Background: an optimization exercise with open tools, aiming at small area, a short achievable clock period and few clock cycles per item. Do not read the settings as production practice.
Function was checked by simulation only, so behaviour that the tests miss may differ from the original.
Power is estimated from default activity; no workload was simulated.

==> design.v <==
`timescale 1ns / 1ps
module smsk_cell #(
  parameter int KEY_W = 32,
  parameter int TAG_W = 6
) (
  input  logic             clk,
  input  logic             rst,
  input  logic             shift,         
  input  logic             ins_valid,     
  input  logic [KEY_W-1:0] ins_key,
  input  logic [TAG_W-1:0] ins_tag,
  input  logic             right_valid,   
  input  logic [KEY_W-1:0] right_key,
  input  logic [TAG_W-1:0] right_tag,
  output logic             held_valid,
  output logic [KEY_W-1:0] held_key,
  output logic [TAG_W-1:0] held_tag,
  output logic             pass_valid,
  output logic [KEY_W-1:0] pass_key,
  output logic [TAG_W-1:0] pass_tag
);
  logic             held_valid_next;
  logic [KEY_W-1:0] held_key_next;
  logic [TAG_W-1:0] held_tag_next;
  logic             pass_valid_next;
  logic [KEY_W-1:0] pass_key_next;
  logic [TAG_W-1:0] pass_tag_next;
  logic             ins_less;
  assign ins_less = (ins_key != held_key) ? ($signed(ins_key) < $signed(held_key))
                                          : (ins_tag < held_tag);
  always_comb begin
    held_valid_next = held_valid;
    held_key_next   = held_key;
    held_tag_next   = held_tag;
    pass_valid_next = 1'b0;
    pass_key_next   = ins_key;
    pass_tag_next   = ins_tag;
    if (shift) begin
      held_valid_next = right_valid;
      held_key_next   = right_key;
      held_tag_next   = right_tag;
    end else if (ins_valid) begin
      if (!held_valid) begin
        held_valid_next = ins_valid;
        held_key_next   = ins_key;
        held_tag_next   = ins_tag;
      end else if (ins_less) begin
        held_valid_next = ins_valid;
        held_key_next   = ins_key;
        held_tag_next   = ins_tag;
        pass_valid_next = held_valid;
        pass_key_next   = held_key;
        pass_tag_next   = held_tag;
      end else begin
        pass_valid_next = ins_valid;
      end
    end
  end
  always_ff @(posedge clk) begin
    if (rst) begin
      held_valid <= 1'b0;
      pass_valid <= 1'b0;
    end else begin
      held_valid <= held_valid_next;
      pass_valid <= pass_valid_next;
    end
    held_key <= held_key_next;
    held_tag <= held_tag_next;
    pass_key <= pass_key_next;
    pass_tag <= pass_tag_next;
  end
endmodule
`timescale 1ns / 1ps
module smsk_chain #(
  parameter int MAX_ITEMS = 64,
  parameter int KEY_W     = 32,
  parameter int TAG_W     = 6
) (
  input  logic             clk,
  input  logic             rst,
  input  logic             shift,
  input  logic             head_in_valid,
  input  logic [KEY_W-1:0] head_in_key,
  input  logic [TAG_W-1:0] head_in_tag,
  output logic             head_valid,
  output logic [KEY_W-1:0] head_key,
  output logic [TAG_W-1:0] head_tag
);
  logic             held_valid [MAX_ITEMS];
  logic [KEY_W-1:0] held_key   [MAX_ITEMS];
  logic [TAG_W-1:0] held_tag   [MAX_ITEMS];
  logic             pass_valid [MAX_ITEMS];
  logic [KEY_W-1:0] pass_key   [MAX_ITEMS];
  logic [TAG_W-1:0] pass_tag   [MAX_ITEMS];
  for (genvar i = 0; i < MAX_ITEMS; i++) begin : g_cell
    logic             ins_valid;
    logic [KEY_W-1:0] ins_key;
    logic [TAG_W-1:0] ins_tag;
    logic             right_valid;
    logic [KEY_W-1:0] right_key;
    logic [TAG_W-1:0] right_tag;
    if (i == 0) begin : g_first
      assign ins_valid = head_in_valid;
      assign ins_key   = head_in_key;
      assign ins_tag   = head_in_tag;
    end else begin : g_mid
      assign ins_valid = pass_valid[i-1];
      assign ins_key   = pass_key[i-1];
      assign ins_tag   = pass_tag[i-1];
    end
    if (i == MAX_ITEMS - 1) begin : g_last
      assign right_valid = 1'b0;
      assign right_key   = '0;
      assign right_tag   = '0;
    end else begin : g_inner
      assign right_valid = held_valid[i+1];
      assign right_key   = held_key[i+1];
      assign right_tag   = held_tag[i+1];
    end
    smsk_cell #(
      .KEY_W (KEY_W),
      .TAG_W (TAG_W)
    ) u_cell (
      .clk         (clk),
      .rst         (rst),
      .shift       (shift),
      .ins_valid   (ins_valid),
      .ins_key     (ins_key),
      .ins_tag     (ins_tag),
      .right_valid (right_valid),
      .right_key   (right_key),
      .right_tag   (right_tag),
      .held_valid  (held_valid[i]),
      .held_key    (held_key[i]),
      .held_tag    (held_tag[i]),
      .pass_valid  (pass_valid[i]),
      .pass_key    (pass_key[i]),
      .pass_tag    (pass_tag[i])
    );
  end
  assign head_valid = held_valid[0];
  assign head_key   = held_key[0];
  assign head_tag   = held_tag[0];
endmodule
`timescale 1ns / 1ps
module stable_merge_sort_by_key_top #(
  parameter int KEY_W = 32,
  parameter int TAG_W = 6
) (
  input  logic                    clk,
  input  logic                    rst,
  input  logic                    load_valid,
  output logic                    load_ready,
  input  logic signed [KEY_W-1:0] load_key,
  input  logic                    load_last,
  output logic                    result_valid,
  input  logic                    result_ready,
  output logic signed [KEY_W-1:0] result_sorted_key,
  output logic [TAG_W-1:0]        result_origin_index,
  output logic                    result_final_res,
  output logic                    result_overflowed
);
  localparam int MAX_ITEMS = 64;
  localparam int CNT_W     = $clog2(MAX_ITEMS + 1);
  localparam int DRN_W     = $clog2(MAX_ITEMS);
  localparam logic [1:0] ST_LOAD  = 2'd0;
  localparam logic [1:0] ST_DRAIN = 2'd1;
  localparam logic [1:0] ST_EMIT  = 2'd2;
  logic [1:0]        state;
  logic [1:0]        state_next;
  logic [CNT_W-1:0]  count;        
  logic              ovf;          
  logic [DRN_W-1:0]  drain_cnt;    
  logic [CNT_W-1:0]  remaining;    
  logic       load_fire;
  logic       result_fire;
  logic       drain_done;
  logic       emit_done;
  logic       shift;
  logic       head_in_valid;
  logic       head_valid;
  logic [KEY_W-1:0] head_key;
  logic [TAG_W-1:0] head_tag;
  assign load_fire   = load_valid && load_ready;
  assign result_fire = result_valid && result_ready;
  assign drain_done  = (drain_cnt == DRN_W'(MAX_ITEMS - 1));
  assign emit_done   = result_fire && (remaining == CNT_W'(1));
  always_comb begin
    state_next = state;
    case (state)
      ST_LOAD: begin
        if (load_fire && load_last) state_next = ST_DRAIN;
      end
      ST_DRAIN: begin
        if (drain_done) state_next = ST_EMIT;
      end
      ST_EMIT: begin
        if (emit_done) state_next = ST_LOAD;
      end
      default: state_next = ST_LOAD;
    endcase
  end
  always_comb begin
    load_ready   = 1'b0;
    result_valid = 1'b0;
    shift    = 1'b0;
    case (state)
      ST_LOAD:  load_ready = 1'b1;
      ST_DRAIN: ;
      ST_EMIT: begin
        result_valid = 1'b1;
        shift    = result_ready;   
      end
      default: ;
    endcase
  end
  always_comb begin
    head_in_valid = load_fire && (count < CNT_W'(MAX_ITEMS));
  end
  always_ff @(posedge clk) begin
    if (rst) begin
      state     <= ST_LOAD;
      count     <= '0;
      ovf       <= 1'b0;
      drain_cnt <= '0;
      remaining <= '0;
    end else begin
      state <= state_next;
      if (load_fire) begin
        if (count < CNT_W'(MAX_ITEMS)) count <= count + CNT_W'(1);
        else                           ovf   <= 1'b1;
      end
      if (state == ST_DRAIN) drain_cnt <= drain_cnt + DRN_W'(1);
      else                   drain_cnt <= '0;
      if (state == ST_DRAIN && drain_done) remaining <= count;
      else if (result_fire)                remaining <= remaining - CNT_W'(1);
      if (emit_done) begin
        count <= '0;
        ovf   <= 1'b0;
      end
    end
  end
  smsk_chain #(
    .MAX_ITEMS (MAX_ITEMS),
    .KEY_W     (KEY_W),
    .TAG_W     (TAG_W)
  ) u_chain (
    .clk           (clk),
    .rst           (rst),
    .shift         (shift),
    .head_in_valid (head_in_valid),
    .head_in_key   (load_key),
    .head_in_tag   (count[TAG_W-1:0]),
    .head_valid    (head_valid),
    .head_key      (head_key),
    .head_tag      (head_tag)
  );
  assign result_sorted_key   = head_key;
  assign result_origin_index = head_tag;
  assign result_final_res    = (remaining == CNT_W'(1));
  assign result_overflowed   = ovf;
endmodule
==> run.sh <==
#!/bin/bash
# synth_recipe.tcl (not shown) runs the flow's synth.tcl, then flattens the netlist and writes it again
# the make line also repeats each setting of config.mk as NAME=value (left out here)
make -C /OpenROAD-flow-scripts/flow DESIGN_CONFIG=/design/flow/config.mk WORK_HOME=/design/flow/orfs CLKGATE_MAP_FILE= SYNTH_SCRIPT=/design/flow/synth_recipe.tcl finish
==> config.mk <==
export PLATFORM = sky130hd
export DESIGN_NAME = stable_merge_sort_by_key_top
export DESIGN_NICKNAME = stable_merge_sort_by_key_top
export VERILOG_FILES = /design/flow/design.v
export SDC_FILE = /design/flow/constraint.sdc
export NUM_CORES = 4
export LEC_CHECK = 0
export CAP_MARGIN = 20
export CORE_MARGIN = 2
export CORE_UTILIZATION = 40
export SLEW_MARGIN = 20
==> constraint.sdc <==
create_clock -name core_clock -period 10.0 [get_ports {clk}]
set_input_delay 2.0000 -clock core_clock [delete_from_list [all_inputs] [get_ports {clk}]]
set_output_delay 2.0000 -clock core_clock [all_outputs]
set_load 0.01 [all_outputs]
==> results.txt <==
sequential cells by signal, summed over array words and instances, names as in the netlist:
name / cells
u_chain.g_cell.u_cell.pass_valid: 63
remaining: 7
count: 7
u_chain.g_cell.u_cell.pass_tag: 378
u_chain.g_cell.u_cell.pass_key: 2016
u_chain.g_cell.u_cell.held_valid: 64
drain_cnt: 6
ovf: 1
u_chain.g_cell.u_cell.held_key: 2048
state: 2
u_chain.g_cell.u_cell.held_tag: 384
per-stage QoR:
stage,utilization [%],instances,power (mW)
final,44.8,30700,45.5
after global routing,44.8,30700,47.3
after CTS,44.8,30700,46.0
after detailed placement,41.8,29700,25.5
after global placement,41.7,29700,25.4
after floorplan,-,22200,24.6
layer usage:
metal / share of wire (%) / vias up / global-route usage, %
li1: - / 78600 / -
met1: 48 / 74800 / 25.0
met2: 46 / 2239 / 29.8
met3: 3.3 / 770 / 1.92
met4: 2.3 / 0 / 4.20
met5: 0 / - / 0
final cells by class:
cell class	count	area [um2]	share of cell area [%]
Multi-Input combinational cell	14000	106000	39.3
Timing Repair Buffer	265	2510	0.933
Clock inverter	201	2280	0.845
Tap cell	8036	10100	3.73
Clock buffer	793	15800	5.89
Inverter	2446	9180	3.41
Sequential cell	4976	124000	45.9
Antenna cell	5	12.5	0.00465
cell families after synthesis:
logic type | synth area share (%)
AND/OR/NAND/NOR | 8.56
XOR/XNOR | 0.0254
multiplexers | 11.4
AO/OA/AOI/OAI | 11.1
buffers and inverters | 5.31
flip-flops | 51.3
adder cells (fa/ha/maj) | 12.3
cell usage in the layout, fill, tap and decap left out, types with 66 or more instances in the layout:
cell             count
a211oi_1           132
a21o_1             675
a21oi_1            596
and3_1              87
and4_1              66
buf_4              162
clkbuf_1           146
clkbuf_16          568
clkbuf_8            79
clkdlybuf4s50_1     77
clkinv_2            85
dfxtp_1           2582
edfxtp_1          2394
ha_1              2372
inv_1             2446
mux2_2            2246
mux2_4             140
nand2_1           2826
nand2b_1            88
nand3_1            177
nand4_1            379
nor2_1             399
nor2b_1            148
nor3_1             187
o21a_1             100
o21ai_0           2622
o31ai_1             66
worst paths after layout:
check             cells past startpoint                               endpoint  slack (ps)                                   from
hold / removal                        1                           drain_cnt[0]         450                           drain_cnt[0]
setup reg to reg                     10  u_chain.g_cell[3].u_cell.pass_key[26]        5530  u_chain.g_cell[3].u_cell.held_key[31]
setup / recovery                      3                       result_final_res        5010                           remaining[3]
hold reg to reg                       1                           drain_cnt[0]         450                           drain_cnt[0]
power by group through the flow:
stage	combinational (mW)	clock, mW	sequential, mW
after floorplan	1.84	0	22.8
after global placement	2.31	0	23.1
after detailed placement	2.40	0	23.1
after CTS	2.43	21.0	22.7
after global routing	2.80	21.7	22.7
final	2.42	20.5	22.7
==> flow_summary.json <==
{
  "outcome": "complete, no violations",
  "htreeDepth": 6,
  "p_sw_share_pct": 22.4,
  "netlist_area_um2": 241000,
  "gr-total-overflow": 0,
  "period_minus_slack_ps": 4990,
  "root_buffer": "clkbuf_16",
  "tns_ps": 0,
  "cp_top_family": "simple AND/OR/NAND/NOR gates",
  "route.detailed.drc": 0,
  "hold_violations": 0,
  "postCtsSetupBuffers": 0,
  "relSlewSlack_pct": 24.8,
  "synth_ff_type": "dfxtp_1",
  "rsz0062_at_grt": "no",
  "filler_cell_count": 56200,
  "path_class": "register to primary output",
  "worst_slack_ps": 5010,
  "synth-seq-cells": 4976,
  "area.growth.synth_to_final_pct": 11.7,
  "num_vias": 156000,
  "finalWirelength_mm": 560,
  "cellLeakagePower_nw": 123,
  "place_area_um2": 251000,
  "die_h_um": 780,
  "fp.coreArea_um2": 601000,
  "crit_chain": "or3_1, nor4b_1, clkdlybuf4s50_1",
  "power_switching_mw": 10.2,
  "wire_per_inst_um": 18.2,
  "numCtsBuffers": 540,
  "tightest_slew_ps": 1100,
  "p_comb_share_pct": 5.3,
  "synth.top_cells.by_area": "edfxtp_1 (30%), dfxtp_1 (21%), ha_1 (12%)",
  "cap_violations": 0,
  "synthArstFlopShare_pct": 0,
  "io_buffers": 78,
  "ant_nets": 0,
  "syn-num-nets": 24600,
  "internal_power_mw": 35.3,
  "p_seq_share_pct": 49.8,
  "path_max_fanout": 6,
  "globalplace.congestion": 0.830,
  "grt_max_degree": 238,
  "yosys.area.top_type_share_pct": 29.8,
  "finalClockSkew_ps": 48.3,
  "die_x_um": 780,
  "dp_slack_ps": 4240,
  "drive_above_1_share_pct": 15.7,
  "yosys.area.top_type": "edfxtp_1",
  "setup_viol": 0,
  "syn_area_per_cell_um2": 10.8,
  "die_area_um2": 609000,
  "synth_edf_count": 2394,
  "yosysMostFrequentCell": "nand2_1",
  "end_kind": "primary output",
  "grt_usage_pct": 17.9,
  "nets": 24600,
  "cts_max_path_buffers": 4,
  "yosysSeqAreaShare_pct": 51.3,
  "antenna_found_initial": 6,
  "drt_first_pass_iters": 5,
  "vias_per_cell": 5.10,
  "start_kind": "register",
  "floorplan.initialDensity_pct": 40.1,
  "power.density_nw_per_um2": 169,
  "hold_ws_ps": 448,
  "clk_pin_slew_ps": 60,
  "path_buf_inv": 1,
  "slew_viol_final": 0,
  "dp_hpwl_mm": 406,
  "fin_area_um2": 269000,
  "arrival_ps": 2990,
  "ioPinCount": 79,
  "synthCells": 22200,
  "grt_pass1_vias": 161000,
  "holdBufCountCts": 0,
  "cts_tree": "yes",
  "clock_sinks": 4976,
  "period_share_pct": 49.9,
  "max_stage_delay_ps": 670,
  "synth_warnings": 9,
  "p_clk_share_pct": 44.9,
  "cp_data_required_time_ps": 8000,
  "drt_iter0_drc": 8975,
  "rows": 285,
  "max_freq_ghz": 0.200,
  "synth_commonest_cells": "nand2_1 (2,827), o21ai_0 (2,646), dfxtp_1 (2,582)",
  "ir_worst_vdd_mv": 0.173,
  "clock_latency_ps": 1070,
  "cpMaxStageDelayCell": "clkdlybuf4s50_1",
  "hp-class": "register to register",
  "synthDistinctLibCells": 80,
  "grt_pass1_wl_mm": 901,
  "cts_resized": 0
}
Testbench counts, summed over its fixed seeds: cycles 18,486, items 5,147.

[port drivers added, routing unchanged]
The flow's constraints put no driver on any port. The routed layout listed below was extracted and timed again, unchanged, in two steps. Step 1 (the two cells are an assumption about what drives the block):
set clk [get_ports {clk}]
set_driving_cell -lib_cell sky130_fd_sc_hd__clkbuf_16 $clk
set_driving_cell -lib_cell sky130_fd_sc_hd__buf_2 [delete_from_list [all_inputs] $clk]
Step 2, shift: input delay + t, output delay - t, t = (earliest + latest rising clock arrival at the registers) / 2. This alone moves slack from input paths to output paths. a / b / c = no drivers / after step 1 / after step 2; a / b = the first two.
t, ns: 1.165
slack for setup (ns): 5.008 / 4.888 / 4.180
worst data-port slew with drivers (ns): 0.14
cell pins on the clock port's net: 1
After both steps setup and hold are still met in this run. The setup slack of this run moves by -0.120 ns with the drivers and by -0.828 ns with both steps.
